This is an optimization exercise on Yosys and OpenROAD, whose aim is small area, not a production implementation. Function was checked by simulation only, so behaviour that the tests miss may differ from the original. Power and IR drop assume default switching activity.

**flow/flow/run.sh**
```bash
#!/bin/bash
# The standard layout with three changes:
#  - synthesis maps the logic with flow/area.abc (an area-oriented ABC script, without the
#    delay-driven buffering and upsizing of ORFS's default script); everything else in
#    synthesis, including the register mapping, is the standard flow's own synth_recipe.tcl
#  - the port buffers are made from the smallest buffer cell (every input and output port
#    still gets its own buffer)
#  - clock tree synthesis adds no dummy load cells at the tree's leaves
# make's output goes to flow_make.log here; each ORFS step keeps its own log under orfs/logs/.
set -euo pipefail
here=$(pwd)
{
  echo 'proc abc {args} {'
  echo '  set i [lsearch $args -script]'
  echo "  if {\$i >= 0} { lset args [expr {\$i + 1}] {$here/flow/area.abc} }"
  echo '  yosys abc {*}$args'
  echo '}'
  cat synth_recipe.tcl
} > area_synth.tcl
sed "s#SYNTH_SCRIPT=[^ ]*synth_recipe.tcl#SYNTH_SCRIPT=$here/area_synth.tcl#" standard.sh > area_standard.sh
grep -q "SYNTH_SCRIPT=$here/area_synth.tcl" area_standard.sh
export BUFFER_PORTS_ARGS="-buffer_cell sky130_fd_sc_hd__buf_1"
export CTS_ARGS="-sink_clustering_enable -repair_clock_nets -dont_use_dummy_load -sink_clustering_size 30 -sink_clustering_max_diameter 200 -buf_list "sky130_fd_sc_hd__clkbuf_8 sky130_fd_sc_hd__clkbuf_16""
bash area_standard.sh > flow_make.log 2>&1
```
**flow/flow/area.abc**
```
strash
&get -n
&deepsyn -T 60
&dch -f
&nf -R 1000 -p -a
&put
topo
```
**flow/standard.sh**
```bash
#!/bin/bash
# synth_recipe.tcl (not shown) runs the flow's synth.tcl, then flattens the netlist and writes it again
# the make line also repeats each setting of config.mk as NAME=value (left out here)
make -C /OpenROAD-flow-scripts/flow DESIGN_CONFIG=/design/flow/config.mk WORK_HOME=/design/flow/orfs CLKGATE_MAP_FILE= SYNTH_SCRIPT=/design/flow/synth_recipe.tcl "${@:-finish}"
```
**flow/config.mk**
```make
export PLATFORM = sky130hd
export DESIGN_NAME = shooter_top
export DESIGN_NICKNAME = shooter_top
export VERILOG_FILES = /design/flow/design.v
export SDC_FILE = /design/flow/constraint.sdc
export NUM_CORES = 4
export LEC_CHECK = 0
export ABC_AREA = 1
export CAP_MARGIN = 20
export CORE_MARGIN = 2
export CORE_UTILIZATION = 40
export SLEW_MARGIN = 20
```
**flow/constraint.sdc**
```tcl
create_clock -name core_clock -period 25.0 [get_ports {clk}]
set_input_delay 5.0000 -clock core_clock [delete_from_list [all_inputs] [get_ports {clk}]]
set_output_delay 5.0000 -clock core_clock [all_outputs]
set_load 0.01 [all_outputs]
```
**flow/design.v**
```verilog
package shooter_pkg;
    typedef logic [8:0] coord_t;
    typedef logic [2:0] lane_t;
    typedef logic [9:0] score_t;
    typedef logic [7:0] row_t;
    localparam int NUM_SLOTS = 5;
    localparam int   SPRITE_W = 19;
    localparam row_t FIELD_H        = 8'd200;
    localparam row_t BULLET_START_Y = 8'd40;
    localparam int BTN_UP    = 3;
    localparam int BTN_DOWN  = 2;
    localparam int BTN_FIRE  = 1;
    localparam int BTN_START = 0;
    function automatic coord_t lane_x(input lane_t l);
        lane_x = {2'b00, l[2] | (l[1] & l[0]), l[2] | (l[1] & ~l[0]),
                  |l, |l, l[1] ^ l[0], l[0], 1'b0};
    endfunction
    function automatic coord_t bullet_x(input lane_t l);
        bullet_x = {2'b00, l[2] | l[1], l[2] | l[0], l[2], l[2], ~l[1], ~l[0], 1'b1};
    endfunction
    function automatic logic [9:0] add10(input logic [9:0] a, input logic [9:0] b, input logic cin);
        logic c;
        c = cin;
        for (int i = 0; i < 10; i++) begin
            add10[i] = a[i] ^ b[i] ^ c;
            c        = (a[i] & b[i]) | (c & (a[i] ^ b[i]));
        end
    endfunction
endpackage
`timescale 1ns/1ps
module game_tick (
    input  logic                clk,
    input  logic                rstn,
    input  logic                active,
    input  logic                spawn_taken,
    input  shooter_pkg::lane_t  lane,
    output logic                tick,
    output logic                check_phase,
    output logic                spawn_phase,
    output logic                spawn_due,
    output shooter_pkg::lane_t  spawn_lane
);
    logic [4:0] cnt;
    logic       flag;
    logic [9:0] seed;
    logic [9:0] seed_next;
    logic [4:0] cnt_next;
    logic [5:0] nib_sum;
    assign tick        = (cnt[1:0] == 2'd0) && !flag;
    assign check_phase = (cnt[1:0] == 2'd1) && flag;
    assign spawn_phase = (cnt[1:0] == 2'd2) && flag;
    always_ff @(posedge clk) begin
        if (!rstn) begin
            cnt  <= '0;
            flag <= 1'b1;
        end else begin
            cnt <= cnt_next;
            case (cnt[1:0])
                2'd0:    flag <= tick && active;
                2'd1:    flag <= flag;
                default: flag <= 1'b0;
            endcase
        end
    end
    always_ff @(posedge clk) begin
        if (!rstn) begin
            spawn_due <= 1'b0;
            seed      <= '0;
        end else begin
            if (spawn_taken) begin
                spawn_due <= 1'b0;
            end
            if (tick) begin
                seed <= seed_next;
                if (cnt[4:2] == 3'd0) begin
                    spawn_due <= 1'b1;
                end
            end
        end
    end
    always_comb begin
        logic c;
        c = 1'b1;
        for (int i = 0; i < 5; i++) begin
            cnt_next[i] = cnt[i] ^ c;
            c           = c & cnt[i];
        end
    end
    always_comb begin
        logic [9:0] w, t, u, m1, m2;
        w  = shooter_pkg::add10(seed, 10'd13, 1'b0);
        t  = shooter_pkg::add10(w << 3, ~w, 1'b1);
        u  = shooter_pkg::add10(t << 5, ~(t << 1), 1'b1);
        m1 = lane[0] ? u : 10'd0;
        m2 = lane[2] ? (u << 2) : lane[1] ? (u << 1) : 10'd0;
        seed_next = shooter_pkg::add10(shooter_pkg::add10(t, m1, 1'b0), m2, 1'b0);
    end
    always_comb begin
        nib_sum = 6'(shooter_pkg::add10(shooter_pkg::add10({6'd0, seed[3:0]}, {6'd0, seed[7:4]}, 1'b0),
                                        {8'd0, seed[9:8]}, 1'b0));
        case (nib_sum)
            6'd0, 6'd5, 6'd10, 6'd15, 6'd20, 6'd25, 6'd30: spawn_lane = 3'd0;
            6'd1, 6'd6, 6'd11, 6'd16, 6'd21, 6'd26, 6'd31: spawn_lane = 3'd1;
            6'd2, 6'd7, 6'd12, 6'd17, 6'd22, 6'd27, 6'd32: spawn_lane = 3'd2;
            6'd3, 6'd8, 6'd13, 6'd18, 6'd23, 6'd28, 6'd33: spawn_lane = 3'd3;
            default:                                        spawn_lane = 3'd4;
        endcase
    end
endmodule
`timescale 1ns/1ps
module player_ctrl (
    input  logic                  clk,
    input  logic                  rstn,
    input  logic [3:0]            btn,
    input  logic                  player_hit,
    output logic                  restart,
    output logic                  active,
    output logic                  fire_req,
    output logic                  playing,
    output logic                  player_alive,
    output shooter_pkg::lane_t    lane
);
    assign restart  = btn[shooter_pkg::BTN_START] && !active;
    assign active   = playing && player_alive;
    assign fire_req = btn[shooter_pkg::BTN_FIRE] && active;
    always_ff @(posedge clk) begin
        if (!rstn) begin
            playing      <= 1'b0;
            player_alive <= 1'b1;
            lane         <= '0;
        end else if (restart) begin
            playing      <= 1'b1;
            player_alive <= 1'b1;
            lane         <= '0;
        end else if (active) begin
            if (player_hit) begin
                player_alive <= 1'b0;
            end
            if (btn[shooter_pkg::BTN_UP]) begin
                lane <= (lane == 3'd0) ? 3'd4 : lane - 1'b1;
            end else if (btn[shooter_pkg::BTN_DOWN]) begin
                lane <= (lane == 3'd4) ? 3'd0 : lane + 1'b1;
            end
        end
    end
endmodule
`timescale 1ns/1ps
module bullet_bank (
    input  logic                                   clk,
    input  logic                                   rstn,
    input  logic                                   restart,
    input  logic                                   fire_req,
    input  logic                                   step,
    input  shooter_pkg::lane_t                     lane,
    input  logic [shooter_pkg::NUM_SLOTS-1:0]      bullet_kill,
    output logic [shooter_pkg::NUM_SLOTS-1:0]      alive,
    output logic [shooter_pkg::NUM_SLOTS-1:0][2:0]                     b_lane,
    output logic [shooter_pkg::NUM_SLOTS-1:0][7:0]                      b_y
);
    localparam int N = shooter_pkg::NUM_SLOTS;
    logic [N-1:0] load;
    logic [N-1:0] leaving;
    logic [N-1:0][7:0] y_next;
    always_comb begin
        for (int i = 0; i < N; i++) begin
            logic c;
            c = step;
            for (int k = 0; k < 8; k++) begin
                y_next[i][k] = b_y[i][k] ^ c;
                c            = c & b_y[i][k];
            end
        end
    end
    always_comb begin
        for (int i = 0; i < N; i++) begin
            load[i] = fire_req && !alive[i];
            for (int j = 0; j < i; j++) begin
                if (!alive[j]) load[i] = 1'b0;
            end
        end
    end
    always_comb begin
        for (int i = 0; i < N; i++) begin
            leaving[i] = b_y[i][7] && b_y[i][6] && b_y[i][3];
        end
    end
    always_ff @(posedge clk) begin
        if (!rstn || restart) begin
            alive <= '0;
        end else begin
            alive <= (alive & ~bullet_kill & ~({N{step}} & leaving)) | load;
        end
    end
    always_ff @(posedge clk) begin
        for (int i = 0; i < N; i++) begin
            if (load[i]) begin
                b_y[i]    <= shooter_pkg::BULLET_START_Y;
                b_lane[i] <= lane;
            end else begin
                b_y[i]    <= y_next[i];
            end
        end
    end
endmodule
`timescale 1ns/1ps
module enemy_bank (
    input  logic                                   clk,
    input  logic                                   rstn,
    input  logic                                   restart,
    input  logic                                   step,
    input  logic                                   spawn_en,
    input  shooter_pkg::lane_t                     spawn_lane,
    input  logic [shooter_pkg::NUM_SLOTS-1:0]      enemy_kill,
    output logic [shooter_pkg::NUM_SLOTS-1:0]      alive,
    output logic [shooter_pkg::NUM_SLOTS-1:0][2:0]                     e_lane,
    output logic [shooter_pkg::NUM_SLOTS-1:0][7:0]                      e_y,
    output logic                                   spawn_taken
);
    localparam int N = shooter_pkg::NUM_SLOTS;
    logic [N-1:0] load;
    logic [N-1:0][7:0] y_next;
    always_comb begin
        for (int i = 0; i < N; i++) begin
            logic c;
            c = step;
            for (int k = 0; k < 8; k++) begin
                y_next[i][k] = e_y[i][k] ^ c;
                c            = c & ~e_y[i][k];
            end
        end
    end
    always_comb begin
        for (int i = 0; i < N; i++) begin
            load[i] = spawn_en && !alive[i];
            for (int j = 0; j < i; j++) begin
                if (!alive[j]) load[i] = 1'b0;
            end
        end
    end
    assign spawn_taken = spawn_en && !(&alive);
    always_ff @(posedge clk) begin
        if (!rstn || restart) begin
            alive <= '0;
        end else begin
            alive <= (alive & ~enemy_kill) | load;
        end
    end
    always_ff @(posedge clk) begin
        for (int i = 0; i < N; i++) begin
            if (load[i]) begin
                e_y[i]    <= shooter_pkg::FIELD_H;
                e_lane[i] <= spawn_lane;
            end else begin
                e_y[i]    <= y_next[i];
            end
        end
    end
endmodule
`timescale 1ns/1ps
module collision_unit (
    input  logic                                   clk,
    input  logic                                   rstn,
    input  logic                                   restart,
    input  logic                                   checking,
    input  shooter_pkg::lane_t                     p_lane,
    input  logic [shooter_pkg::NUM_SLOTS-1:0]      b_alive,
    input  logic [shooter_pkg::NUM_SLOTS-1:0][2:0]                     b_lane,
    input  logic [shooter_pkg::NUM_SLOTS-1:0][7:0]                      b_y,
    input  logic [shooter_pkg::NUM_SLOTS-1:0]      e_alive,
    input  logic [shooter_pkg::NUM_SLOTS-1:0][2:0]                     e_lane,
    input  logic [shooter_pkg::NUM_SLOTS-1:0][7:0]                      e_y,
    output logic [shooter_pkg::NUM_SLOTS-1:0]      bullet_kill,
    output logic [shooter_pkg::NUM_SLOTS-1:0]      enemy_kill,
    output logic                                   player_hit,
    output shooter_pkg::score_t                    score
);
    localparam int N = shooter_pkg::NUM_SLOTS;
    logic [N-1:0] hit_bullet;
    logic [N-1:0] hit_enemy;
    logic [N-1:0] crash_enemy;
    logic [2:0]   hit_cnt;
    logic [N-1:0] b_at40;
    logic [N-1:0] e_low;
    logic [N-1:0] e_at11;
    logic [N-1:0][7:0] b_top;
    logic [N-1:0][N-1:0] ov;
    function automatic logic le8(input logic [7:0] a, input logic [7:0] b);
        logic c;
        c = 1'b1;
        for (int i = 0; i < 8; i++) begin
            c = (~a[i] & b[i]) | ((~a[i] | b[i]) & c);
        end
        le8 = c;
    endfunction
    always_comb begin
        for (int b = 0; b < N; b++) begin
            b_at40[b] = (b_y[b] == 8'd40);
            b_top[b]  = 8'(shooter_pkg::add10({2'b00, b_y[b]}, 10'd14, 1'b0));
        end
        for (int e = 0; e < N; e++) begin
            e_low[e]  = (e_y[e][7:4] == 4'd0) && !(e_y[e][3] && e_y[e][2]);
            e_at11[e] = (e_y[e] == 8'd11);
        end
        for (int b = 0; b < N; b++) begin
            for (int e = 0; e < N; e++) begin
                ov[b][e] = b_alive[b] && e_alive[e] && (b_lane[b] == e_lane[e]) &&
                           le8(e_y[e], b_top[b]) && (!e_low[e] || (e_at11[e] && b_at40[b]));
            end
        end
    end
    always_comb begin
        logic [N-1:0] avail, m, pick, seen;
        avail = '1;
        for (int b = 0; b < N; b++) begin
            m    = ov[b] & avail;
            seen = '0;
            for (int e = 0; e < N; e++) begin
                pick[e] = m[e] & ~|seen;
                seen[e] = m[e];
            end
            hit_bullet[b] = |m;
            avail = avail & ~pick;
        end
        hit_enemy = ~avail;
        begin
            logic s1, c1, s2, c2;
            s1 = hit_bullet[0] ^ hit_bullet[1] ^ hit_bullet[2];
            c1 = (hit_bullet[0] & hit_bullet[1]) | (hit_bullet[2] & (hit_bullet[0] ^ hit_bullet[1]));
            s2 = s1 ^ hit_bullet[3] ^ hit_bullet[4];
            c2 = (s1 & hit_bullet[3]) | (hit_bullet[4] & (s1 ^ hit_bullet[3]));
            hit_cnt = {c1 & c2, c1 ^ c2, s2};
        end
        for (int e = 0; e < N; e++) begin
            crash_enemy[e] = e_alive[e] && (e_y[e] == 8'd0 ||
                             (e_lane[e] == p_lane && e_y[e][7:5] == 3'd0 && !(&e_y[e][4:1])));
        end
    end
    assign bullet_kill = checking ? hit_bullet : '0;
    assign enemy_kill  = checking ? (hit_enemy | crash_enemy) : '0;
    assign player_hit  = checking && (|crash_enemy);
    always_ff @(posedge clk) begin
        if (!rstn || restart) begin
            score <= '0;
        end else if (checking) begin
            score <= shooter_pkg::add10(score, {7'd0, hit_cnt}, 1'b0);
        end
    end
endmodule
`timescale 1ns/1ps
module shooter_top #(
    parameter int TICK_CYCLES = 4,
    parameter int SPAWN_TICKS = 8
) (
    input  logic                                             clk,
    input  logic                                             rstn,
    input  logic [3:0]                                       btn,
    output logic                                             playing,
    output logic                                             player_alive,
    output shooter_pkg::coord_t                              player_x,
    output shooter_pkg::score_t                              score,
    output logic [shooter_pkg::NUM_SLOTS*shooter_pkg::SPRITE_W-1:0] bullets,
    output logic [shooter_pkg::NUM_SLOTS*shooter_pkg::SPRITE_W-1:0] enemies
);
    localparam int N = shooter_pkg::NUM_SLOTS;
    logic               tick;
    logic               check_phase;
    logic               spawn_phase;
    logic               spawn_due;
    logic               spawn_taken;
    shooter_pkg::lane_t spawn_lane;
    logic               restart;
    logic               active;
    logic               fire_req;
    shooter_pkg::lane_t lane;
    logic               step;
    logic               checking;
    logic               spawn_en;
    logic [N-1:0]       bullet_kill;
    logic [N-1:0]       enemy_kill;
    logic               player_hit;
    logic [N-1:0]       b_alive;
    logic [N-1:0][2:0] b_lane;
    logic [N-1:0][7:0] b_y;
    logic [N-1:0]       e_alive;
    logic [N-1:0][2:0] e_lane;
    logic [N-1:0][7:0] e_y;
    assign step     = tick && active;
    assign checking = check_phase;
    assign spawn_en = spawn_phase && active && spawn_due;
    game_tick u_game_tick (
        .clk         (clk),
        .rstn        (rstn),
        .active      (active),
        .spawn_taken (spawn_taken),
        .lane        (lane),
        .tick        (tick),
        .check_phase (check_phase),
        .spawn_phase (spawn_phase),
        .spawn_due   (spawn_due),
        .spawn_lane  (spawn_lane)
    );
    player_ctrl u_player_ctrl (
        .clk          (clk),
        .rstn         (rstn),
        .btn          (btn),
        .player_hit   (player_hit),
        .restart      (restart),
        .active       (active),
        .fire_req     (fire_req),
        .playing      (playing),
        .player_alive (player_alive),
        .lane         (lane)
    );
    bullet_bank u_bullet_bank (
        .clk         (clk),
        .rstn        (rstn),
        .restart     (restart),
        .fire_req    (fire_req),
        .step        (step),
        .lane        (lane),
        .bullet_kill (bullet_kill),
        .alive       (b_alive),
        .b_lane      (b_lane),
        .b_y         (b_y)
    );
    enemy_bank u_enemy_bank (
        .clk         (clk),
        .rstn        (rstn),
        .restart     (restart),
        .step        (step),
        .spawn_en    (spawn_en),
        .spawn_lane  (spawn_lane),
        .enemy_kill  (enemy_kill),
        .alive       (e_alive),
        .e_lane      (e_lane),
        .e_y         (e_y),
        .spawn_taken (spawn_taken)
    );
    collision_unit u_collision_unit (
        .clk         (clk),
        .rstn        (rstn),
        .restart     (restart),
        .checking    (checking),
        .p_lane      (lane),
        .b_alive     (b_alive),
        .b_lane      (b_lane),
        .b_y         (b_y),
        .e_alive     (e_alive),
        .e_lane      (e_lane),
        .e_y         (e_y),
        .bullet_kill (bullet_kill),
        .enemy_kill  (enemy_kill),
        .player_hit  (player_hit),
        .score       (score)
    );
    assign player_x = shooter_pkg::lane_x(lane);
    always_comb begin
        for (int i = 0; i < N; i++) begin
            bullets[i*shooter_pkg::SPRITE_W +: shooter_pkg::SPRITE_W] =
                {b_alive[i], shooter_pkg::bullet_x(b_lane[i]), 1'b0, b_y[i]};
            enemies[i*shooter_pkg::SPRITE_W +: shooter_pkg::SPRITE_W] =
                {e_alive[i], shooter_pkg::lane_x(e_lane[i]), 1'b0, e_y[i]};
        end
    end
endmodule
```
==> summary.txt, run 1 <==
Yosys
  • Fraction of the yosys area taken by sequential cells: a little over a quarter
  • Most used flip-flop cell after synthesis: sky130_fd_sc_hd__dfxtp_1
  • Fraction of post-synthesis cell area in the top cell type by area: 20.0%
  • Cell taking the most area after synthesis: sky130_fd_sc_hd__dfxtp_1
  • Number of library cell types mapped by synthesis: 56
  • Cell area after technology mapping: 0.0122 mm^2
  • Count of yosys warnings during synthesis: 6
  • Ranking of synthesized cells by area: sky130_fd_sc_hd__dfxtp_1 20%, sky130_fd_sc_hd__ha_1 15%, sky130_fd_sc_hd__edfxtp_1 7.4%
  • Register bit total from synthesis: between 150 and 200
  • Synthesized instance count: 1,424
  • Fraction of synthesis flops using an asynchronous set or reset pin: 0%
  • Post-synthesis area per instance: 8.59 um^2
  • EDFF count, synth: 30

CTS
  • Number of gates given a new drive strength after cts: 0
  • Root cell of the clock tree: sky130_fd_sc_hd__clkbuf_8
  • Number of setup buffers added after CTS: 0
  • Clock latency at the later pin of the worst-skew pair: 0.46 ns
  • CTS hold repair buffers: 0
  • Clk slew on worst S/H paths: 0.10 ns
  • Maximum count of clock buffers along a single path: 2
  • CTS Buf Count: 17
  • TritonCTS clock tree: done
  • # H-tree levels: 4
  • Clock net sink count: roughly 150

Floorplanning
  • Top-level port count: 217
  • Floorplan row count: 64
  • Starting density of the core: 40.3%
  • Chip width: approximately 180 um
  • Overall die height: between 150 and 200 um
  • Die area: 0.0320 mm^2
  • Core footprint: 0.0303 mm^2

Route
  • Pre-Repair DR Iteration Count: 6
  • Initial drt markers: between 1,500 and 2,000
  • DRT Wirelength: 47.5 mm
  • Total DRC errors in the routed layout: 0
  • Routed wire per std cell: 23.7 um
  • Number of routed nets with antenna violations: 0
  • Vias per cell: between 6 and 7
  • DR vias: 12,200

STA
  • Final total negative setup slack: 0 ns
  • Setup repair after global routing missed its margin: no
  • Number of endpoints with negative hold slack in the final report: 0
  • Endpoints failing setup: 0
  • Max-slew violation count: 0
  • Final critical-path required period: 7.85 ns
  • Headroom to the max-slew limit: between 10% and 20%
  • Final critical-path share of the clock period: 31.4%
  • Transition at the pin with the smallest max-transition slack: about 1.3 ns
  • Highest Clock Rate: roughly 0.13 GHz
  • Max Clock Skew: around 0.033 ns

Layout
  • Non-Filler Cell Area, Final: between 0.01 and 0.015 mm^2
  • Leading cell type in the layout, fill and taps excluded: sky130_fd_sc_hd__buf_1
  • Fraction of layout cells with a size suffix above 1: ~2.4%
  • Diodes inserted: 0
  • Final nets: 1,801
  • Commonest cells after routing, fill and taps aside: 173 x sky130_fd_sc_hd__buf_1, 166 x sky130_fd_sc_hd__clkinv_1, 151 x sky130_fd_sc_hd__ha_1
  • Area overhead of the layout relative to synthesis: 9.85%

Setup path
  • Sort of element at the end of the critical path: flop
  • Cell with the biggest individual delay on the critical path: sky130_fd_sc_hd__a2111oi_0
  • CP startpoint kind: flop
  • Data arrival, critical path: 8.22 ns
  • RR Startpoint: u_bullet_bank.b_y[1]$_SDFF_PP0_
  • Type of the worst setup path: flop to flop
  • Path depth of the worst reg2reg path: 32
  • Count of buffering cells on the critical path with inverters included: 6
  • Delay of the slowest critical-path stage: 0.66 ns
  • Worst Path Max Fanout: 10
  • Data required time at the worst endpoint: 25.37 ns
  • Critical register-to-register path endpoint: u_collision_unit.score[8]$_SDFFE_PP0P_
  • CP delay by family, top: adder cells
  • Most frequent cell on the critical path: sky130_fd_sc_hd__ha_1
  • Worst reg-to-reg setup slack: 17.15 ns

Placed design
  • Total cell area at the placement stage: 0.0132 mm^2
  • Number of buffers added on ports: around 170
  • Routability Congestion: between 0.9 and 1
  • Final HPWL DP: 36.0 mm

Worst hold path
  • Worst hold path endpoint: u_game_tick.spawn_due$_SDFF_PN0_
  • Class of the tightest hold or removal check: flop to flop
  • Hold path cells: 1
  • Startpoint of the tightest hold check path: u_game_tick.cnt[2]$_SDFF_PN0_

Global route
  • Vias in the first global route: 11,000
  • First-pass GRT wire length: 69.9 mm
  • All-layer global routing usage: between 20 and 30%
  • Met2 global-route usage: between 40% and 50%
  • Fraction of met3 tracks used by global routing: under 10%
  • GRT Max-Usage Layer: met2
  • Final global-route overflow total: 0
  • Met1 Track Usage GR: a little over two fifths
  • Maximum number of pins on one net before global-route repair: 22
  • Number of antenna violations at the first check in global routing: 0

Power and ir drop
  • Largest vdd supply drop: roughly 0.00013 V
  • Static leakage power: 5.27 nW
  • Ratio of total power to cell area: 98.2 mW/mm^2

Status
  • Run status: complete, no violations

Flow run
  • Number of max-cap violations: 0
## worst max-delay path by stage
stage / start / to / slack, ns / cells past startpoint
6_report: u_bullet_bank.b_y[1]$_SDFF_PP0_ / u_collision_unit.score[8]$_SDFFE_PP0P_ / 17.15 / 32
5_1_grt: u_bullet_bank.b_y[1]$_SDFF_PP0_ / u_collision_unit.score[8]$_SDFFE_PP0P_ / 16.65 / 33
4_1_cts: u_bullet_bank.b_y[1]$_SDFF_PP0_ / u_collision_unit.score[8]$_SDFFE_PP0P_ / 17.35 / 32
3_3_place_gp: u_bullet_bank.b_y[1]$_SDFF_PP0_ / u_collision_unit.score[8]$_SDFFE_PP0P_ / 17.43 / 32
3_5_place_dp: u_bullet_bank.b_y[1]$_SDFF_PP0_ / u_collision_unit.score[8]$_SDFFE_PP0P_ / 17.37 / 32
2_1_floorplan: u_bullet_bank.b_y[1]$_SDFF_PP0_ / u_collision_unit.score[8]$_SDFFE_PP0P_ / 17.85 / 31
## logic make-up after synthesis
| group | synth area share, % |
|---|---|
| flip-flops | 27.3 |
| XOR/XNOR | 3.44 |
| AND/OR/NAND/NOR | 14.3 |
| buffers and inverters | 9.08 |
| other | 0.0614 |
| multiplexers | 0.0920 |
| adder cells (fa/ha/maj) | 20.8 |
| AO/OA/AOI/OAI | 24.9 |
## sequential cells by signal, indices dropped and copies added (netlist names)
| signal | cells |
|---|---|
| u_bullet_bank.b_y | 40 |
| u_enemy_bank.e_y | 40 |
| u_bullet_bank.b_lane | 15 |
| u_enemy_bank.e_lane | 15 |
| u_collision_unit.score | 10 |
| u_game_tick.seed | 10 |
| u_bullet_bank.alive | 5 |
| u_enemy_bank.alive | 5 |
| u_game_tick.cnt | 5 |
| u_player_ctrl.lane | 3 |
| u_game_tick.flag | 1 |
| u_game_tick.spawn_due | 1 |
| u_player_ctrl.player_alive | 1 |
| u_player_ctrl.playing | 1 |
## layer usage
layer / vias to the layer above / routed length, um / share of wire, %
met5: - / 0 / 0
met2: 803 / 20300 / 43
met1: 5721 / 20500 / 43
met4: 0 / 1370 / 2.9
li1: 5564 / - / -
met3: 96 / 5290 / 11
## final cells by class
cell class,count,area [um^2]
clock buffer,17,234
inverter,166,623
tap,396,495
multi-input combinational,1082,7940
fill,3048,16900
timing repair buffer,194,807
sequential,152,3340
## synthesized netlist by cell type (all sizes together), types with 6 or more instances
cell	count
nor2b	19
a22o	16
fa	31
and2	26
xnor2	35
edfxtp	30
or4	6
nand2	108
o22ai	96
o21ai	60
xor2	13
nor3	24
a221oi	35
or2	22
nand3	27
a2111oi	10
a211oi	10
o21a	6
a22oi	23
nor3b	6
nand2b	16
o221ai	23
nand4	12
clkinv	166
buf	65
o221a	6
nor4	6
a221o	6
dfxtp	122
or3	7
o2111ai	7
o211ai	17
ha	151
a21oi	97
nor2	66
## metrics by stage
stage	std cells	util [%]	hold WS (ns)	total power, mW	setup slack, ns
global route	2007	44.3	0.443	1.42	16.65
CTS	2007	44.3	0.429	1.31	17.35
finish	2007	44.3	0.434	1.32	17.15
detailed placement	1990	43.5	0.454	1.16	17.37
global placement	1990	43.5	0.443	1.15	17.43
floorplan	1465	-	0.427	0.913	17.85
## power breakdown
part / internal [mW] / total [mW] / switching, mW
clock network: 0.0602 / 0.150 / 0.0894
logic: 0.306 / 0.759 / 0.454
registers: 0.304 / 0.411 / 0.107
total: 0.670 / 1.32 / 0.650
==> inputs of run 2 (changes only) <==
--- a/flow/flow/run.sh
+++ b/flow/flow/run.sh
@@ -21,4 +21,4 @@
 grep -q "SYNTH_SCRIPT=$here/area_synth.tcl" area_standard.sh
 export BUFFER_PORTS_ARGS="-buffer_cell sky130_fd_sc_hd__buf_1"
-export CTS_ARGS="-sink_clustering_enable -repair_clock_nets -dont_use_dummy_load -sink_clustering_size 30 -sink_clustering_max_diameter 200 -buf_list "sky130_fd_sc_hd__clkbuf_8 sky130_fd_sc_hd__clkbuf_16""
+export CTS_ARGS="-sink_clustering_enable -repair_clock_nets -dont_use_dummy_load -sink_clustering_size 40 -sink_clustering_max_diameter 300 -buf_list sky130_fd_sc_hd__clkbuf_8"
 bash area_standard.sh > flow_make.log 2>&1
==> run 2 against run 1 <==
Against the previous run:
- critical path type unchanged
- highest routed layer unchanged
- sequential share of layout area unchanged
- still clean
- global-route usage unchanged
- fmax unchanged
- design area unchanged
==> summary.txt, run 2 <==
Power and ir drop
  • Ratio of total power to cell area: ~98 mW/mm^2
  • Overall power of the completed layout: between 1 and 1.5 mW
  • Largest vdd supply drop: 0.000126 V
  • Static leakage power: 5.27 nW

Global route
  • Met1 Track Usage GR: 41.9%
  • Maximum number of pins on one net before global-route repair: 22
  • Fraction of met3 tracks used by global routing: roughly 7%
  • Met2 global-route usage: 43.5%
  • GRT Max-Usage Layer: met2
  • Vias in the first global route: 11,000
  • All-layer global routing usage: 29.4%
  • First-pass GRT wire length: 69.9 mm
  • Final global-route overflow total: 0
  • Number of antenna violations at the first check in global routing: 0

STA
  • Max Clock Skew: 0.0330 ns
  • Max-slew violation count: 0
  • Highest Clock Rate: 0.127 GHz
  • Endpoints failing setup: 0
  • Setup repair after global routing missed its margin: no
  • Headroom to the max-slew limit: 15.8%
  • Final total negative setup slack: 0 ns
  • Transition at the pin with the smallest max-transition slack: 1.25 ns
  • Final critical-path share of the clock period: 31.4%
  • Number of endpoints with negative hold slack in the final report: 0
  • Final critical-path required period: 7.85 ns
  • Worst slack on hold paths: 0.434 ns

Placed design
  • Number of buffers added on ports: 173
  • Routability Congestion: 0.967
  • Final HPWL DP: 36.0 mm
  • Post-placement cell count: 1,990

CTS
  • Clk slew on worst S/H paths: 0.10 ns
  • CTS Buf Count: 17
  • Number of gates given a new drive strength after cts: 0
  • Clock net sink count: 152
  • Root cell of the clock tree: sky130_fd_sc_hd__clkbuf_8
  • Clock latency at the later pin of the worst-skew pair: about 0.46 ns
  • Number of setup buffers added after CTS: 0
  • Maximum count of clock buffers along a single path: 2
  • CTS hold repair buffers: 0
  • TritonCTS clock tree: done
  • # H-tree levels: 4

Floorplanning
  • Chip width: 179 um
  • Die area: 0.0320 mm^2
  • Floorplan row count: 64
  • Overall die height: 179 um
  • Starting density of the core: 40.3%
  • Core footprint: 0.0303 mm^2
  • Top-level port count: 217

Yosys
  • Fraction of post-synthesis cell area in the top cell type by area: 20.0%
  • Ranking of synthesized cells by area: sky130_fd_sc_hd__dfxtp_1 20%, sky130_fd_sc_hd__ha_1 15%, sky130_fd_sc_hd__edfxtp_1 7.4%
  • Register bit total from synthesis: 152
  • Most used flip-flop cell after synthesis: sky130_fd_sc_hd__dfxtp_1
  • Cell taking the most area after synthesis: sky130_fd_sc_hd__dfxtp_1
  • Synthesized instance count: about 1,400
  • Cell area after technology mapping: ~0.012 mm^2
  • Fraction of the yosys area taken by sequential cells: between 20 and 30%
  • Number of library cell types mapped by synthesis: 56
  • EDFF count, synth: 30
  • Count of yosys warnings during synthesis: 6
  • Post-synthesis area per instance: 8.59 um^2
  • Top-count cell post-synth: sky130_fd_sc_hd__clkinv_1
  • Ranking of synthesized cells by instance count: 166 x sky130_fd_sc_hd__clkinv_1, 151 x sky130_fd_sc_hd__ha_1, 122 x sky130_fd_sc_hd__dfxtp_1, 108 x sky130_fd_sc_hd__nand2_1, 97 x sky130_fd_sc_hd__a21oi_1
  • Fraction of synthesis flops using an asynchronous set or reset pin: 0%

Route
  • Routed wire per std cell: 23.7 um
  • Initial drt markers: 1,594
  • Number of routed nets with antenna violations: 0
  • Total DRC errors in the routed layout: 0
  • Vias per cell: 6.07
  • Pre-Repair DR Iteration Count: 6
  • DRT Wirelength: approximately 48 mm
  • DR vias: around 12,000

Setup path
  • Data required time at the worst endpoint: 25.37 ns
  • Most frequent cell on the critical path: sky130_fd_sc_hd__ha_1
  • Data arrival, critical path: 8.22 ns
  • CP delay by family, top: adder cells
  • CP startpoint kind: flop
  • Worst Path Max Fanout: 10
  • Count of buffering cells on the critical path with inverters included: 6
  • Type of the worst setup path: flop to flop
  • Sort of element at the end of the critical path: flop
  • Delay of the slowest critical-path stage: 0.66 ns
  • Cell with the biggest individual delay on the critical path: sky130_fd_sc_hd__a2111oi_0

Layout
  • Fraction of layout cells with a size suffix above 1: 2.42%
  • Final nets: between 1,500 and 2,000
  • Fill count: 3,048
  • Leading cell type in the layout, fill and taps excluded: sky130_fd_sc_hd__buf_1
  • Final std cells w/o fill: 2,007
  • Area overhead of the layout relative to synthesis: 9.85%
  • Diodes inserted: 0
  • Commonest cells after routing, fill and taps aside: 173 x sky130_fd_sc_hd__buf_1, 166 x sky130_fd_sc_hd__clkinv_1, 151 x sky130_fd_sc_hd__ha_1
  • Top flop regs: u_bullet_bank.b_y (40), u_enemy_bank.e_y (40)

Status
  • Run status: complete, no violations

Flow run
  • Number of max-cap violations: 0

Worst hold path
  • Class of the tightest hold or removal check: flop to flop
==> run 2: report_power, final <==
part,switching [mW],internal [mW],total [mW]
Clock,0.0894,0.0602,0.150
Sequential,0.107,0.304,0.411
Combinational,0.454,0.306,0.759
Total,0.650,0.670,1.32
==> run 2: through the flow <==
stage                     instance area (um^2)  util [%]  worst slack, ns
after floorplan                          12400         -            17.85
after global placement                   13200      43.5            17.43
after detailed placement                 13200      43.5            17.37
after CTS                                13400      44.3            17.35
after global routing                     13400      44.3            16.65
final                                    13400      44.3            17.15
==> run 2: kinds of logic (layout without fill, tap and decap cells) <==
group,Yosys count,count (layout),share of synthesized area [%]
adders and majority gates,186,186,20.8
xor gates and xnor gates,48,48,3.44
buffers and inverters,231,377,9.08
AOI/OAI and AO/OA,450,450,24.9
other,2,43,0.0614
and+or+nand+nor,354,354,14.3
DFF,152,152,27.3
muxes,1,1,0.0920
==> run 2: area by class of cell <==
class	instances	area [um^2]	area share (%)
sequential	152	3340	24.9
clock buffer	17	234	1.74
multi-input combinational	1082	7940	59.1
inverter	166	623	4.64
tap	396	495	3.69
timing repair buffer	194	807	6.00
==> run 2: per-layer routing <==
layer / up-vias / share of wire (%)
met5: - / 0
met4: 0 / 2.9
met2: 803 / 43
li1: 5564 / -
met1: 5721 / 43
met3: 96 / 11
==> run 2: worst paths after layout <==
check                                        from                                     end  slack, ns  cells after the start
setup / recovery  u_bullet_bank.b_y[1]$_SDFF_PP0_  u_collision_unit.score[8]$_SDFFE_PP0P_      17.15                     32
hold / removal      u_game_tick.cnt[2]$_SDFF_PN0_        u_game_tick.spawn_due$_SDFF_PN0_       0.43                      1
setup reg to reg  u_bullet_bank.b_y[1]$_SDFF_PP0_  u_collision_unit.score[8]$_SDFFE_PP0P_      17.15                     32
hold reg to reg     u_game_tick.cnt[2]$_SDFF_PN0_        u_game_tick.spawn_due$_SDFF_PN0_       0.43                      1
==> inputs of run 3 (changes only) <==
--- a/flow/flow/run.sh
+++ b/flow/flow/run.sh
@@ -21,4 +21,5 @@
 grep -q "SYNTH_SCRIPT=$here/area_synth.tcl" area_standard.sh
 export BUFFER_PORTS_ARGS="-buffer_cell sky130_fd_sc_hd__buf_1"
-export CTS_ARGS="-sink_clustering_enable -repair_clock_nets -dont_use_dummy_load -sink_clustering_size 40 -sink_clustering_max_diameter 300 -buf_list sky130_fd_sc_hd__clkbuf_8"
+export SKIP_REPAIR_TIE_FANOUT=1
+export CTS_ARGS="-sink_clustering_enable -repair_clock_nets -dont_use_dummy_load -sink_clustering_size 20 -buf_list sky130_fd_sc_hd__clkbuf_8"
 bash area_standard.sh > flow_make.log 2>&1
==> run 3 against run 2 <==
Against the previous run:
- critical endpoint unchanged
- register-to-register slack improved by 0.08 ns
- utilization decreased by 0.45 points
- setup slack improved by 0.078 ns
- synthesized cell count unchanged
- first-iteration DRC count decreased by 15%
- die area unchanged
- clock-buffer cell count unchanged
- routed wire length decreased by 2.3%
- total power decreased by 1.3%
- non-clock buffer count increased by 2
- global-route usage decreased by 0.17 points
==> summary.txt, run 3 <==
Status
  • Run status: complete, no violations

Yosys
  • Ranking of synthesized cells by area: sky130_fd_sc_hd__dfxtp_1 20%, sky130_fd_sc_hd__ha_1 15%, sky130_fd_sc_hd__edfxtp_1 7.4%
  • Ranking of synthesized cells by instance count: 166 x sky130_fd_sc_hd__clkinv_1, 151 x sky130_fd_sc_hd__ha_1, 122 x sky130_fd_sc_hd__dfxtp_1, 108 x sky130_fd_sc_hd__nand2_1, 97 x sky130_fd_sc_hd__a21oi_1
  • Cell area after technology mapping: 0.0122 mm^2
  • Number of library cell types mapped by synthesis: 56
  • Top-count cell post-synth: sky130_fd_sc_hd__clkinv_1
  • Post-synthesis area per instance: 8.59 um^2
  • Fraction of the yosys area taken by sequential cells: between 20% and 30%
  • Cell taking the most area after synthesis: sky130_fd_sc_hd__dfxtp_1
  • Count of yosys warnings during synthesis: 6
  • Register bit total from synthesis: 152
  • EDFF count, synth: 30
  • Most used flip-flop cell after synthesis: sky130_fd_sc_hd__dfxtp_1
  • Synthesized instance count: 1,424
  • Fraction of synthesis flops using an asynchronous set or reset pin: 0%
  • Fraction of post-synthesis cell area in the top cell type by area: 20.0%

CTS
  • Clk slew on worst S/H paths: 0.08 ns
  • TritonCTS clock tree: done
  • Maximum count of clock buffers along a single path: 2
  • Number of gates given a new drive strength after cts: 0
  • Number of setup buffers added after CTS: 0
  • CTS hold repair buffers: 0
  • Root cell of the clock tree: sky130_fd_sc_hd__clkbuf_8
  • Clock net sink count: ~150
  • # H-tree levels: 4
  • Clock latency at the later pin of the worst-skew pair: 0.48 ns
  • CTS Buf Count: 17

Global route
  • All-layer global routing usage: 29.2%
  • Number of antenna violations at the first check in global routing: 0
  • Vias in the first global route: 10,900
  • Maximum number of pins on one net before global-route repair: 39
  • Final global-route overflow total: 0
  • First-pass GRT wire length: slightly below 70 mm

Route
  • Initial drt markers: 1,358
  • Routed wire per std cell: between 20 and 25 um
  • Vias per cell: 6.06
  • Pre-Repair DR Iteration Count: 6
  • DR vias: 11,900
  • DRT Wirelength: 46.4 mm
  • Total DRC errors in the routed layout: 0
  • Number of routed nets with antenna violations: 0

Setup path
  • Most frequent cell on the critical path: sky130_fd_sc_hd__ha_1
  • Sort of element at the end of the critical path: flop
  • Cell with the biggest individual delay on the critical path: sky130_fd_sc_hd__a2111oi_0
  • Data required time at the worst endpoint: 25.34 ns
  • CP startpoint kind: flop
  • Data arrival, critical path: 8.11 ns
  • Delay of the slowest critical-path stage: 0.67 ns
  • Worst Path Max Fanout: 10
  • Type of the worst setup path: flop to flop

Power and ir drop
  • Switch share: 48.8%
  • Fraction of power consumed by combinational cells: between 50% and 60%
  • Proportion of power drawn by flip-flops and latches: a little under a third
  • Static leakage power: 5.14 nW
  • Ratio of total power to cell area: roughly 98 mW/mm^2
  • Power share of the clock group: 11.2%
  • Internal: around 670 uW
  • Power dissipated by switching net loads: 636 uW
  • Largest vdd supply drop: between 0.0001 and 0.00015 V

STA
  • Max Clock Skew: between 0.04 and 0.05 ns
  • Max-slew violation count: 0
  • Final total negative setup slack: 0 ns
  • Final critical-path share of the clock period: between 30 and 40%
  • Highest Clock Rate: 0.129 GHz
  • Worst slack on hold paths: 0.465 ns
  • Endpoints failing setup: 0
  • Headroom to the max-slew limit: 22.2%
  • Number of endpoints with negative hold slack in the final report: 0
  • Transition at the pin with the smallest max-transition slack: 1.16 ns
  • Final critical-path required period: 7.77 ns
  • Setup repair after global routing missed its margin: no

Layout
  • Final nets: 1,762
  • Commonest cells after routing, fill and taps aside: 173 x sky130_fd_sc_hd__buf_1, 166 x sky130_fd_sc_hd__clkinv_1, 151 x sky130_fd_sc_hd__ha_1
  • Core utilization of the finished layout: a little over two fifths
  • Area overhead of the layout relative to synthesis: 8.74%
  • Non-Filler Cell Area, Final: 0.0133 mm^2
  • Leading cell type in the layout, fill and taps excluded: sky130_fd_sc_hd__buf_1
  • Final std cells w/o fill: slightly below 2,000
  • Fraction of layout cells with a size suffix above 1: 2.61%
  • Diodes inserted: 0
  • Top flop regs: u_bullet_bank.b_y (40), u_enemy_bank.e_y (40)

Floorplanning
  • Floorplan row count: 64
  • Top-level port count: about 220
  • Core footprint: between 0.03 and 0.04 mm^2
  • Overall die height: 179 um
  • Die area: 0.0320 mm^2
  • Chip width: roughly 180 um
  • Starting density of the core: 40.3%

Placed design
  • Total cell area at the placement stage: 0.0131 mm^2
  • Post-placement cell count: 1,951
  • Number of buffers added on ports: 173
  • Routability Congestion: 0.994
  • Final HPWL DP: 35.7 mm

Flow run
  • Number of max-cap violations: 0

Worst hold path
  • Class of the tightest hold or removal check: flop to flop
-- run 3: metrics by stage --
| stage | setup WS, ns | power (mW) |
|---|---|---|
| after floorplan | 17.85 | 0.913 |
| after global placement | 17.48 | 1.14 |
| after detailed placement | 17.33 | 1.15 |
| after CTS | 17.30 | 1.30 |
| after global routing | 16.59 | 1.41 |
| final | 17.23 | 1.30 |
-- run 3: routing by layer --
metal  global-route usage [%]  routed length [um]  part of all wire (%)
met1                     41.1               20500                    44
met4                     10.0                1600                   3.4
met5                        0                   0                     0
met2                     44.2               19800                    43
met3                     5.89                4570                   9.9
-- run 3: cell type report --
class	count	area (um^2)
fillers	3097	17000
well taps	396	495
multi-input cells	1041	7790
repair buffers	196	822
flip-flops and latches	152	3340
clock buffers	17	234
inverters	166	623
-- run 3: final timing paths --
check	startpoint	end	slack, ns	cells after the start
setup / recovery	u_bullet_bank.b_y[1]$_SDFF_PP0_	u_collision_unit.score[8]$_SDFFE_PP0P_	17.23	32
hold / removal	u_game_tick.seed[3]$_SDFFE_PN0P_	u_game_tick.seed[3]$_SDFFE_PN0P_	0.46	2
setup reg to reg	u_bullet_bank.b_y[1]$_SDFF_PP0_	u_collision_unit.score[8]$_SDFFE_PP0P_	17.23	32
hold reg to reg	u_game_tick.seed[3]$_SDFFE_PN0P_	u_game_tick.seed[3]$_SDFFE_PN0P_	0.46	2
-- run 3: cell families (layout without fill, tap and decap cells) --
kind of cell / count (synthesis) / in the layout / share of synthesized area, %
simple gates: 354 / 354 / 14.3
fa+ha+maj: 186 / 186 / 20.8
other cells: 2 / 2 / 0.0614
mux: 1 / 1 / 0.0920
compound gates: 450 / 450 / 24.9
xor+xnor: 48 / 48 / 3.44
buf+inv: 231 / 379 / 9.08
flops: 152 / 152 / 27.3
-- run 3: power by group through the flow --
stage	Combinational (mW)	Clock [mW]	Sequential [mW]
6_report	0.746	0.145	0.412
3_3_place_gp	0.733	0	0.410
5_1_grt	0.837	0.158	0.415
4_1_cts	0.745	0.149	0.406
2_1_floorplan	0.526	0	0.387
3_5_place_dp	0.739	0	0.412
-- run 3: critical path: cells and delay by family, from the launching register on --
family / cells / cell delay (ns)
adder cells (fa/ha/maj): 16 / 3.77
XOR/XNOR: 1 / 0.12
flip-flops: 1 / 0.49
AND/OR/NAND/NOR: 1 / 0.16
buffers and inverters: 6 / 0.71
AO/OA/AOI/OAI: 8 / 2.36
==> inputs of run 4 (changes only) <==
--- a/flow/flow/run.sh
+++ b/flow/flow/run.sh
@@ -21,5 +21,4 @@
 grep -q "SYNTH_SCRIPT=$here/area_synth.tcl" area_standard.sh
 export BUFFER_PORTS_ARGS="-buffer_cell sky130_fd_sc_hd__buf_1"
-export SKIP_REPAIR_TIE_FANOUT=1
 export CTS_ARGS="-sink_clustering_enable -repair_clock_nets -dont_use_dummy_load -sink_clustering_size 20 -buf_list sky130_fd_sc_hd__clkbuf_8"
 bash area_standard.sh > flow_make.log 2>&1
==> run 4 against run 3 <==
Against the previous run:
- still clean
- global-route usage grew 0.17 points
- combinational power is 2% higher
- total power increased by 1.3%
- clock skew is 0.013 ns lower
- critical endpoint unchanged
- highest routed layer unchanged
==> summary.txt, run 4 <==
Floorplanning
  • Core footprint: a little over 0.03 mm^2
  • Top-level port count: 217
  • Die area: 0.0320 mm^2
  • Starting density of the core: 40.3%
  • Chip width: 179 um
  • Overall die height: 179 um
  • Floorplan row count: 64

Power and ir drop
  • Static leakage power: approximately 5.3 nW
  • Power share of the clock group: a little under an eighth
  • Switch share: 49.3%
  • Largest vdd supply drop: 0.000126 V
  • Internal: between 600 and 700 uW
  • Fraction of power consumed by combinational cells: 57.5%
  • Ratio of total power to cell area: 98.2 mW/mm^2
  • Proportion of power drawn by flip-flops and latches: 31.2%
  • Power dissipated by switching net loads: 650 uW

Yosys
  • Ranking of synthesized cells by instance count: 166 x sky130_fd_sc_hd__clkinv_1, 151 x sky130_fd_sc_hd__ha_1, 122 x sky130_fd_sc_hd__dfxtp_1, 108 x sky130_fd_sc_hd__nand2_1, 97 x sky130_fd_sc_hd__a21oi_1
  • Simple-gate share of the synthesized area: 14.3%
  • Most used flip-flop cell after synthesis: sky130_fd_sc_hd__dfxtp_1
  • Area fraction in compound gates after synthesis: 24.9%
  • Cell taking the most area after synthesis: sky130_fd_sc_hd__dfxtp_1
  • Number of library cell types mapped by synthesis: 56
  • Post-synthesis area per instance: 8.59 um^2
  • Fraction of synthesis flops using an asynchronous set or reset pin: 0%
  • Synth Area in Adders: a little over a fifth
  • EDFF count, synth: 30
  • Top-count cell post-synth: sky130_fd_sc_hd__clkinv_1
  • Register bit total from synthesis: 152
  • Ranking of synthesized cells by area: sky130_fd_sc_hd__dfxtp_1 20%, sky130_fd_sc_hd__ha_1 15%, sky130_fd_sc_hd__edfxtp_1 7.4%
  • Xor/xnor share of the synthesized area: 3.44%
  • Fraction of the yosys area taken by sequential cells: 27.3%
  • Cell area after technology mapping: between 0.01 and 0.015 mm^2
  • Synthesized instance count: 1,424
  • Share of cell area taken by muxes after synthesis: 0.0920%
  • Fraction of post-synthesis cell area in the top cell type by area: 20.0%
  • Largest family of logic cells by synthesized area: compound AO/OA/AOI/OAI gates
  • Count of yosys warnings during synthesis: 6

Global route
  • First-pass GRT wire length: 69.9 mm
  • Number of antenna violations at the first check in global routing: 0
  • Vias in the first global route: 11,000
  • All-layer global routing usage: 29.4%
  • Final global-route overflow total: 0
  • Maximum number of pins on one net before global-route repair: 22

CTS
  • Clk slew on worst S/H paths: 0.10 ns
  • CTS Buf Count: 17
  • Number of setup buffers added after CTS: 0
  • Maximum count of clock buffers along a single path: 2
  • Clock latency at the later pin of the worst-skew pair: 0.46 ns
  • TritonCTS clock tree: done
  • Number of gates given a new drive strength after cts: 0
  • Clock net sink count: 152
  • CTS hold repair buffers: 0
  • # H-tree levels: 4
  • Root cell of the clock tree: sky130_fd_sc_hd__clkbuf_8

Setup path
  • Data required time at the worst endpoint: 25.37 ns
  • Path depth of the worst reg2reg path: 32
  • Cell with the biggest individual delay on the critical path: sky130_fd_sc_hd__a2111oi_0
  • Worst reg-to-reg setup slack: around 17 ns
  • Worst Path Max Fanout: 10
  • Type of the worst setup path: flop to flop
  • Data arrival, critical path: 8.22 ns
  • CP startpoint kind: flop
  • Most frequent cell on the critical path: sky130_fd_sc_hd__ha_1
  • Sort of element at the end of the critical path: flop
  • Delay of the slowest critical-path stage: ~0.66 ns
  • Count of buffering cells on the critical path with inverters included: 6
  • CP delay by family, top: adder cells
  • Critical register-to-register path endpoint: u_collision_unit.score[8]$_SDFFE_PP0P_
  • RR Startpoint: u_bullet_bank.b_y[1]$_SDFF_PP0_

STA
  • Setup repair after global routing missed its margin: no
  • Final critical-path share of the clock period: 31.4%
  • Headroom to the max-slew limit: 15.8%
  • Number of endpoints with negative hold slack in the final report: 0
  • Max Clock Skew: 0.0330 ns
  • Final total negative setup slack: 0 ns
  • Transition at the pin with the smallest max-transition slack: 1.25 ns
  • Final critical-path required period: 7.85 ns
  • Endpoints failing setup: 0
  • Max-slew violation count: 0
  • Highest Clock Rate: 0.127 GHz

Layout
  • Diodes inserted: 0
  • Area overhead of the layout relative to synthesis: 9.85%
  • Final std cells w/o fill: approximately 2,000
  • Leading cell type in the layout, fill and taps excluded: sky130_fd_sc_hd__buf_1
  • Commonest cells after routing, fill and taps aside: 173 x sky130_fd_sc_hd__buf_1, 166 x sky130_fd_sc_hd__clkinv_1, 151 x sky130_fd_sc_hd__ha_1
  • Final nets: 1,801
  • Top flop regs: u_bullet_bank.b_y (40), u_enemy_bank.e_y (40)
  • Fraction of layout cells with a size suffix above 1: under 10%

Flow run
  • Number of max-cap violations: 0

Status
  • Run status: complete, no violations

Route
  • Vias per cell: 6.07
  • Pre-Repair DR Iteration Count: 6
  • Initial drt markers: 1,594
  • Routed wire per std cell: 23.7 um
  • DRT Wirelength: 47.5 mm
  • DR vias: 12,200
  • Total DRC errors in the routed layout: 0
  • Number of routed nets with antenna violations: 0

Placed design
  • Post-placement cell count: 1,990
  • Final HPWL DP: 36.0 mm
  • Routability Congestion: 0.967
  • Number of buffers added on ports: 173

Worst hold path
  • Hold path cells: 1
  • Class of the tightest hold or removal check: flop to flop
  • Worst hold path endpoint: u_game_tick.spawn_due$_SDFF_PN0_
  • Startpoint of the tightest hold check path: u_game_tick.cnt[2]$_SDFF_PN0_
[run 4: cell types whose count changed in the layout (fill, tap and decap cells not counted), sizes merged]
cell / delta
conb: +41
buf: -2
[run 4: cell families (layout without fill, tap and decap cells)]
group,count (synthesis),in the layout
AO/OA/AOI/OAI,450,450
XOR/XNOR,48,48
adder cells (fa/ha/maj),186,186
buffers and inverters,231,377
flip-flops,152,152
multiplexers,1,1
other,2,43
AND/OR/NAND/NOR,354,354
[run 4: metal layers]
metal | track usage, % | wire, um
met5 | 0 | 0
met4 | 9.18 | 1370
met1 | 41.9 | 20500
met2 | 43.5 | 20300
met3 | 6.93 | 5290
[run 4: worst max path at each step]
stage,start,to,cells past startpoint
floorplan,u_bullet_bank.b_y[1]$_SDFF_PP0_,u_collision_unit.score[8]$_SDFFE_PP0P_,31
global placement,u_bullet_bank.b_y[1]$_SDFF_PP0_,u_collision_unit.score[8]$_SDFFE_PP0P_,32
detailed placement,u_bullet_bank.b_y[1]$_SDFF_PP0_,u_collision_unit.score[8]$_SDFFE_PP0P_,32
CTS,u_bullet_bank.b_y[1]$_SDFF_PP0_,u_collision_unit.score[8]$_SDFFE_PP0P_,32
global route,u_bullet_bank.b_y[1]$_SDFF_PP0_,u_collision_unit.score[8]$_SDFFE_PP0P_,33
finish,u_bullet_bank.b_y[1]$_SDFF_PP0_,u_collision_unit.score[8]$_SDFFE_PP0P_,32
[run 4: worst register-to-register path, delay by kind of cell (launching register included)]
family	cells	cell delay (ns)
buffers and inverters	6	0.75
flip-flops	1	0.50
AND/OR/NAND/NOR	1	0.14
adder cells (fa/ha/maj)	16	3.88
XOR/XNOR	1	0.10
AO/OA/AOI/OAI	8	2.41
[run 4: area by class of cell]
| class | instances | area (um^2) |
|---|---|---|
| multi-input cells | 1082 | 7940 |
| fillers | 3048 | 16900 |
| clock buffers | 17 | 234 |
| well taps | 396 | 495 |
| inverters | 166 | 623 |
| flip-flops and latches | 152 | 3340 |
| repair buffers | 194 | 807 |
[run 4: power by group through the flow]
stage	clock network [mW]	registers, mW	logic (mW)
final	0.150	0.411	0.759
after global routing	0.162	0.415	0.841
after detailed placement	0	0.411	0.747
after global placement	0	0.410	0.735
after CTS	0.153	0.406	0.753
after floorplan	0	0.387	0.526
[run 4: through the flow]
stage               util [%]  total power, mW  worst slack [ns]  hold slack [ns]  instance area (um^2)
finish                  44.3             1.32             17.15            0.434                 13400
global route            44.3             1.42             16.65            0.443                 13400
detailed placement      43.5             1.16             17.37            0.454                 13200
floorplan                  -            0.913             17.85            0.427                 12400
CTS                     44.3             1.31             17.35            0.429                 13400
global placement        43.5             1.15             17.43            0.443                 13200
==> inputs of run 5 (changes only) <==
--- a/flow/design.v
+++ b/flow/design.v
@@ -12,10 +12,10 @@
     localparam int BTN_FIRE  = 1;
     localparam int BTN_START = 0;
-    function automatic coord_t lane_x(input lane_t l);
-        lane_x = {2'b00, l[2] | (l[1] & l[0]), l[2] | (l[1] & ~l[0]),
-                  |l, |l, l[1] ^ l[0], l[0], 1'b0};
+    function automatic coord_t lane_x(input lane_t c);
+        lane_x = {2'b00, c[2], c[1], c[0], c[0], c[0] & ~c[2], c[0] & ~c[1], 1'b0};
     endfunction
-    function automatic coord_t bullet_x(input lane_t l);
-        bullet_x = {2'b00, l[2] | l[1], l[2] | l[0], l[2], l[2], ~l[1], ~l[0], 1'b1};
+    function automatic coord_t bullet_x(input lane_t c);
+        bullet_x = {2'b00, c[1] | c[2], c[0] & (~c[1] | c[2]), c[1] & c[2], c[1] & c[2],
+                    ~(c[1] ^ c[2]), ~(c[0] & ~c[1]), 1'b1};
     endfunction
     function automatic logic [9:0] add10(input logic [9:0] a, input logic [9:0] b, input logic cin);
@@ -92,6 +92,6 @@
         t  = shooter_pkg::add10(w << 3, ~w, 1'b1);
         u  = shooter_pkg::add10(t << 5, ~(t << 1), 1'b1);
-        m1 = lane[0] ? u : 10'd0;
-        m2 = lane[2] ? (u << 2) : lane[1] ? (u << 1) : 10'd0;
+        m1 = (lane[0] & ~lane[1]) ? u : 10'd0;
+        m2 = (lane[1] & lane[2]) ? (u << 2) : (lane[1] ^ lane[2]) ? (u << 1) : 10'd0;
         seed_next = shooter_pkg::add10(shooter_pkg::add10(t, m1, 1'b0), m2, 1'b0);
     end
@@ -100,9 +100,9 @@
                                         {8'd0, seed[9:8]}, 1'b0));
         case (nib_sum)
-            6'd0, 6'd5, 6'd10, 6'd15, 6'd20, 6'd25, 6'd30: spawn_lane = 3'd0;
-            6'd1, 6'd6, 6'd11, 6'd16, 6'd21, 6'd26, 6'd31: spawn_lane = 3'd1;
-            6'd2, 6'd7, 6'd12, 6'd17, 6'd22, 6'd27, 6'd32: spawn_lane = 3'd2;
-            6'd3, 6'd8, 6'd13, 6'd18, 6'd23, 6'd28, 6'd33: spawn_lane = 3'd3;
-            default:                                        spawn_lane = 3'd4;
+            6'd0, 6'd5, 6'd10, 6'd15, 6'd20, 6'd25, 6'd30: spawn_lane = 3'b000;
+            6'd1, 6'd6, 6'd11, 6'd16, 6'd21, 6'd26, 6'd31: spawn_lane = 3'b001;
+            6'd2, 6'd7, 6'd12, 6'd17, 6'd22, 6'd27, 6'd32: spawn_lane = 3'b011;
+            6'd3, 6'd8, 6'd13, 6'd18, 6'd23, 6'd28, 6'd33: spawn_lane = 3'b101;
+            default:                                        spawn_lane = 3'b111;
         endcase
     end
@@ -138,7 +138,19 @@
             end
             if (btn[shooter_pkg::BTN_UP]) begin
-                lane <= (lane == 3'd0) ? 3'd4 : lane - 1'b1;
+                case (lane)
+                    3'b000:  lane <= 3'b111;
+                    3'b001:  lane <= 3'b000;
+                    3'b011:  lane <= 3'b001;
+                    3'b101:  lane <= 3'b011;
+                    default: lane <= 3'b101;
+                endcase
             end else if (btn[shooter_pkg::BTN_DOWN]) begin
-                lane <= (lane == 3'd4) ? 3'd0 : lane + 1'b1;
+                case (lane)
+                    3'b000:  lane <= 3'b001;
+                    3'b001:  lane <= 3'b011;
+                    3'b011:  lane <= 3'b101;
+                    3'b101:  lane <= 3'b111;
+                    default: lane <= 3'b000;
+                endcase
             end
         end
--- a/flow/flow/run.sh
+++ b/flow/flow/run.sh
@@ -1,4 +1,4 @@
 #!/bin/bash
-# The standard layout with three changes:
+# The standard layout with four changes:
 #  - synthesis maps the logic with flow/area.abc (an area-oriented ABC script, without the
 #    delay-driven buffering and upsizing of ORFS's default script); everything else in
@@ -7,4 +7,6 @@
 #    still gets its own buffer)
 #  - clock tree synthesis adds no dummy load cells at the tree's leaves
+#  - floorplan keeps synthesis's single tie cell per constant value instead of giving each
+#    constant output port a tie cell of its own
 # make's output goes to flow_make.log here; each ORFS step keeps its own log under orfs/logs/.
 set -euo pipefail
@@ -21,4 +23,6 @@
 grep -q "SYNTH_SCRIPT=$here/area_synth.tcl" area_standard.sh
 export BUFFER_PORTS_ARGS="-buffer_cell sky130_fd_sc_hd__buf_1"
+export SKIP_REPAIR_TIE_FANOUT=1
+export REMOVE_ABC_BUFFERS=1
 export CTS_ARGS="-sink_clustering_enable -repair_clock_nets -dont_use_dummy_load -sink_clustering_size 20 -buf_list sky130_fd_sc_hd__clkbuf_8"
 bash area_standard.sh > flow_make.log 2>&1
--- a/flow/config.mk
+++ b/flow/config.mk
@@ -10,3 +10,4 @@
 export CORE_MARGIN = 2
 export CORE_UTILIZATION = 40
+export GPL_TIMING_DRIVEN = 0
 export SLEW_MARGIN = 20
==> run 5 against run 4 <==
Against the previous run:
- critical path type unchanged
- largest power group unchanged
- largest cell class unchanged
- critical path depth stayed put
- still clean on timing, DRC and antenna
- global-route usage is 0.86 points lower
- register-to-register slack worse by 0.32 ns
- sequential power hardly changed
- synthesized area is 1.1% lower
- final cell count is 4.4% lower
- clock-buffer cell count stayed put
- clock power hardly changed
==> summary.txt, run 5 <==
Status
  • Run status: complete, no violations

Worst hold path
  • Class of the tightest hold or removal check: flop to flop

Setup path
  • Worst reg-to-reg setup slack: 16.83 ns
  • Path depth of the worst reg2reg path: 32
  • Endpoint of the worst setup timing path: u_collision_unit.score[8]$_SDFFE_PP0P_
  • Type of the worst setup path: flop to flop
  • Worst Path Max Fanout: 10
  • Data arrival, critical path: 8.52 ns
  • CP startpoint kind: flop
  • RR Startpoint: u_bullet_bank.b_y[9]$_SDFF_PP0_
  • Critical register-to-register path endpoint: u_collision_unit.score[8]$_SDFFE_PP0P_
  • Cell with the biggest individual delay on the critical path: sky130_fd_sc_hd__a2111oi_0
  • Launching instance or port of the critical path: u_bullet_bank.b_y[9]$_SDFF_PP0_
  • Sort of element at the end of the critical path: flop
  • Delay of the slowest critical-path stage: 0.82 ns
  • Data required time at the worst endpoint: between 20 and 30 ns
  • Most frequent cell on the critical path: sky130_fd_sc_hd__ha_1

Power and ir drop
  • Power share of the clock group: 12.4%
  • Static leakage power: roughly 5 nW
  • Fraction of power consumed by combinational cells: between 50% and 60%
  • Internal: 615 uW
  • Largest vdd supply drop: 0.0000880 V
  • Proportion of power drawn by flip-flops and latches: 34.8%
  • Ratio of total power to cell area: 90.3 mW/mm^2
  • Power dissipated by switching net loads: 568 uW
  • Switch share: 48.0%

CTS
  • TritonCTS clock tree: done
  • Maximum count of clock buffers along a single path: 2
  • Number of setup buffers added after CTS: 0
  • Clock latency at the later pin of the worst-skew pair: 0.47 ns
  • CTS Buf Count: 17
  • # H-tree levels: 4
  • Clk slew on worst S/H paths: 0.10 ns
  • Clock net sink count: between 150 and 200
  • CTS hold repair buffers: 0
  • Number of gates given a new drive strength after cts: 0
  • Root cell of the clock tree: sky130_fd_sc_hd__clkbuf_8

STA
  • Highest Clock Rate: 0.122 GHz
  • Final WS setup: 16.83 ns
  • Headroom to the max-slew limit: between 20 and 25%
  • Final total negative setup slack: 0 ns
  • Number of endpoints with negative hold slack in the final report: 0
  • Final critical-path share of the clock period: between 30% and 40%
  • Final critical-path required period: ~8.2 ns
  • Transition at the pin with the smallest max-transition slack: around 1.1 ns
  • Max-slew violation count: 0
  • Setup repair after global routing missed its margin: no
  • Max Clock Skew: about 0.033 ns
  • Endpoints failing setup: 0

Global route
  • Met1 Track Usage GR: a little under two fifths
  • Met2 global-route usage: 44.6%
  • Maximum number of pins on one net before global-route repair: 39
  • Fraction of met3 tracks used by global routing: 4.18%
  • Vias in the first global route: 11,300
  • Number of antenna violations at the first check in global routing: 0
  • First-pass GRT wire length: 67.4 mm
  • GRT Max-Usage Layer: met2
  • All-layer global routing usage: about 29%
  • Final global-route overflow total: 0

Yosys
  • Fraction of post-synthesis cell area in the top cell type by area: 20.2%
  • Ranking of synthesized cells by instance count: 173 x sky130_fd_sc_hd__clkinv_1, 151 x sky130_fd_sc_hd__ha_1, 122 x sky130_fd_sc_hd__dfxtp_1, 94 x sky130_fd_sc_hd__nor2_1, 84 x sky130_fd_sc_hd__nand2_1
  • Top-count cell post-synth: sky130_fd_sc_hd__clkinv_1
  • Cell area after technology mapping: around 0.012 mm^2
  • Synthesized instance count: roughly 1,400
  • Count of yosys warnings during synthesis: 6
  • Register bit total from synthesis: about 150
  • EDFF count, synth: 30
  • Ranking of synthesized cells by area: sky130_fd_sc_hd__dfxtp_1 20%, sky130_fd_sc_hd__ha_1 16%, sky130_fd_sc_hd__edfxtp_1 7.4%
  • Number of library cell types mapped by synthesis: 58
  • Post-synthesis area per instance: 8.70 um^2
  • Most used flip-flop cell after synthesis: sky130_fd_sc_hd__dfxtp_1
  • Fraction of synthesis flops using an asynchronous set or reset pin: 0%
  • Cell taking the most area after synthesis: sky130_fd_sc_hd__dfxtp_1
  • Fraction of the yosys area taken by sequential cells: between 20% and 30%

Route
  • DRT Wirelength: 45.1 mm
  • Pre-Repair DR Iteration Count: 5
  • DR vias: 12,000
  • Number of routed nets with antenna violations: 0
  • Routed wire per std cell: 23.5 um
  • Vias per cell: between 6 and 7
  • Initial drt markers: 1,165
  • Total DRC errors in the routed layout: 0

Placed design
  • Routability Congestion: 0.990
  • Number of buffers added on ports: around 170
  • Total cell area at the placement stage: 0.0129 mm^2
  • Post-placement cell count: approximately 1,900
  • Setup slack at placement: 17.05 ns
  • Final HPWL DP: 34.4 mm

Layout
  • Area overhead of the layout relative to synthesis: 8.35%
  • Commonest cells after routing, fill and taps aside: 173 x sky130_fd_sc_hd__clkinv_1, 173 x sky130_fd_sc_hd__buf_1, 151 x sky130_fd_sc_hd__ha_1
  • Fill count: a little over 3,000
  • Non-Filler Cell Area, Final: 0.0131 mm^2
  • Top flop regs: u_bullet_bank.b_y (40), u_enemy_bank.e_y (40)
  • Diodes inserted: 0
  • Fraction of layout cells with a size suffix above 1: about 1.6%
  • Final std cells w/o fill: 1,918
  • Final nets: 1,718

Floorplanning
  • Top-level port count: 217
  • Floorplan row count: 63
  • Overall die height: 178 um
  • Core footprint: between 0.02 and 0.03 mm^2
  • Chip width: 178 um
  • Starting density of the core: approximately two fifths
  • Die area: between 0.03 and 0.04 mm^2

Flow run
  • Number of max-cap violations: 0
[run 5: changes by cell type in the layout (fill, tap and decap cells not counted), moves of 14 or more]
cell	delta
sky130_fd_sc_hd__nand2_1	-24
sky130_fd_sc_hd__a211oi_1	+14
sky130_fd_sc_hd__o221ai_1	+17
sky130_fd_sc_hd__o22ai_1	-14
sky130_fd_sc_hd__a21oi_1	-41
sky130_fd_sc_hd__nor2_1	+27
sky130_fd_sc_hd__buf_4	-20
sky130_fd_sc_hd__conb_1	-41
[run 5: layout make-up]
| cell class | count | area [um^2] | area share (%) |
|---|---|---|---|
| Multi-Input combinational cell | 1011 | 7720 | 58.9 |
| Tap cell | 390 | 488 | 3.72 |
| Inverter | 173 | 649 | 4.95 |
| Sequential cell | 152 | 3340 | 25.5 |
| Timing Repair Buffer | 175 | 668 | 5.10 |
| Clock buffer | 17 | 234 | 1.79 |
[run 5: worst min path at each step]
stage          cells after the start                     startpoint                          endpoint  slack (ns)
2_1_floorplan                      1  u_game_tick.cnt[2]$_SDFF_PN0_  u_game_tick.spawn_due$_SDFF_PN0_        0.43
3_3_place_gp                       1  u_game_tick.cnt[3]$_SDFF_PN0_  u_game_tick.spawn_due$_SDFF_PN0_        0.45
3_5_place_dp                       1  u_game_tick.cnt[3]$_SDFF_PN0_  u_game_tick.spawn_due$_SDFF_PN0_        0.45
4_1_cts                            1  u_game_tick.cnt[3]$_SDFF_PN0_  u_game_tick.spawn_due$_SDFF_PN0_        0.46
5_1_grt                            1  u_game_tick.cnt[3]$_SDFF_PN0_  u_game_tick.spawn_due$_SDFF_PN0_        0.50
6_report                           1  u_game_tick.cnt[3]$_SDFF_PN0_  u_game_tick.spawn_due$_SDFF_PN0_        0.47
[run 5: routing by layer]
layer | vias to the layer above | wire, um | part of all wire (%)
met2 | 602 | 20300 | 45
met1 | 5802 | 18800 | 42
li1 | 5427 | - | -
met5 | - | 0 | 0
met4 | 0 | 2420 | 5.4
met3 | 159 | 3580 | 7.9
[run 5: critical path, delay by kind of cell, from the launching register on]
family | cells | cell delay (ns)
flops | 1 | 0.49
fa+ha+maj | 15 | 3.33
simple gates | 3 | 0.54
compound gates | 9 | 2.90
buf+inv | 4 | 0.46
xor+xnor | 1 | 0.33
[run 5: power by group through the flow]
stage / combinational [mW] / sequential (mW) / clock [mW]
5_1_grt: 0.701 / 0.418 / 0.159
3_3_place_gp: 0.610 / 0.413 / 0
2_1_floorplan: 0.440 / 0.388 / 0
4_1_cts: 0.619 / 0.409 / 0.150
3_5_place_dp: 0.616 / 0.414 / 0
6_report: 0.624 / 0.412 / 0.147
[run 5: cell families (layout without fill, tap and decap cells)]
family | Yosys count | count (layout) | share of synthesized area [%]
AND/OR/NAND/NOR | 339 | 339 | 13.7
other | 2 | 2 | 0.0621
buffers and inverters | 227 | 365 | 8.72
AO/OA/AOI/OAI | 443 | 443 | 25.8
flip-flops | 152 | 152 | 27.6
adder cells (fa/ha/maj) | 190 | 190 | 21.4
XOR/XNOR | 37 | 37 | 2.68
[run 5: metrics by stage]
step	utilization [%]	hold WS (ns)	power [mW]
6_report	44.1	0.468	1.18
5_1_grt	44.1	0.499	1.28
4_1_cts	44.0	0.465	1.18
3_5_place_dp	43.3	0.450	1.03
3_3_place_gp	43.2	0.445	1.02
2_1_floorplan	-	0.427	0.828

Re-timed with assumed drivers on the ports (clkbuf_16 on the clock, buf_2 on other inputs), run 5 has 16.827 ns of setup slack against 16.827 ns with ideal ports, and 16.827 ns once port delays also move by the mid clock arrival of 0.500 ns.
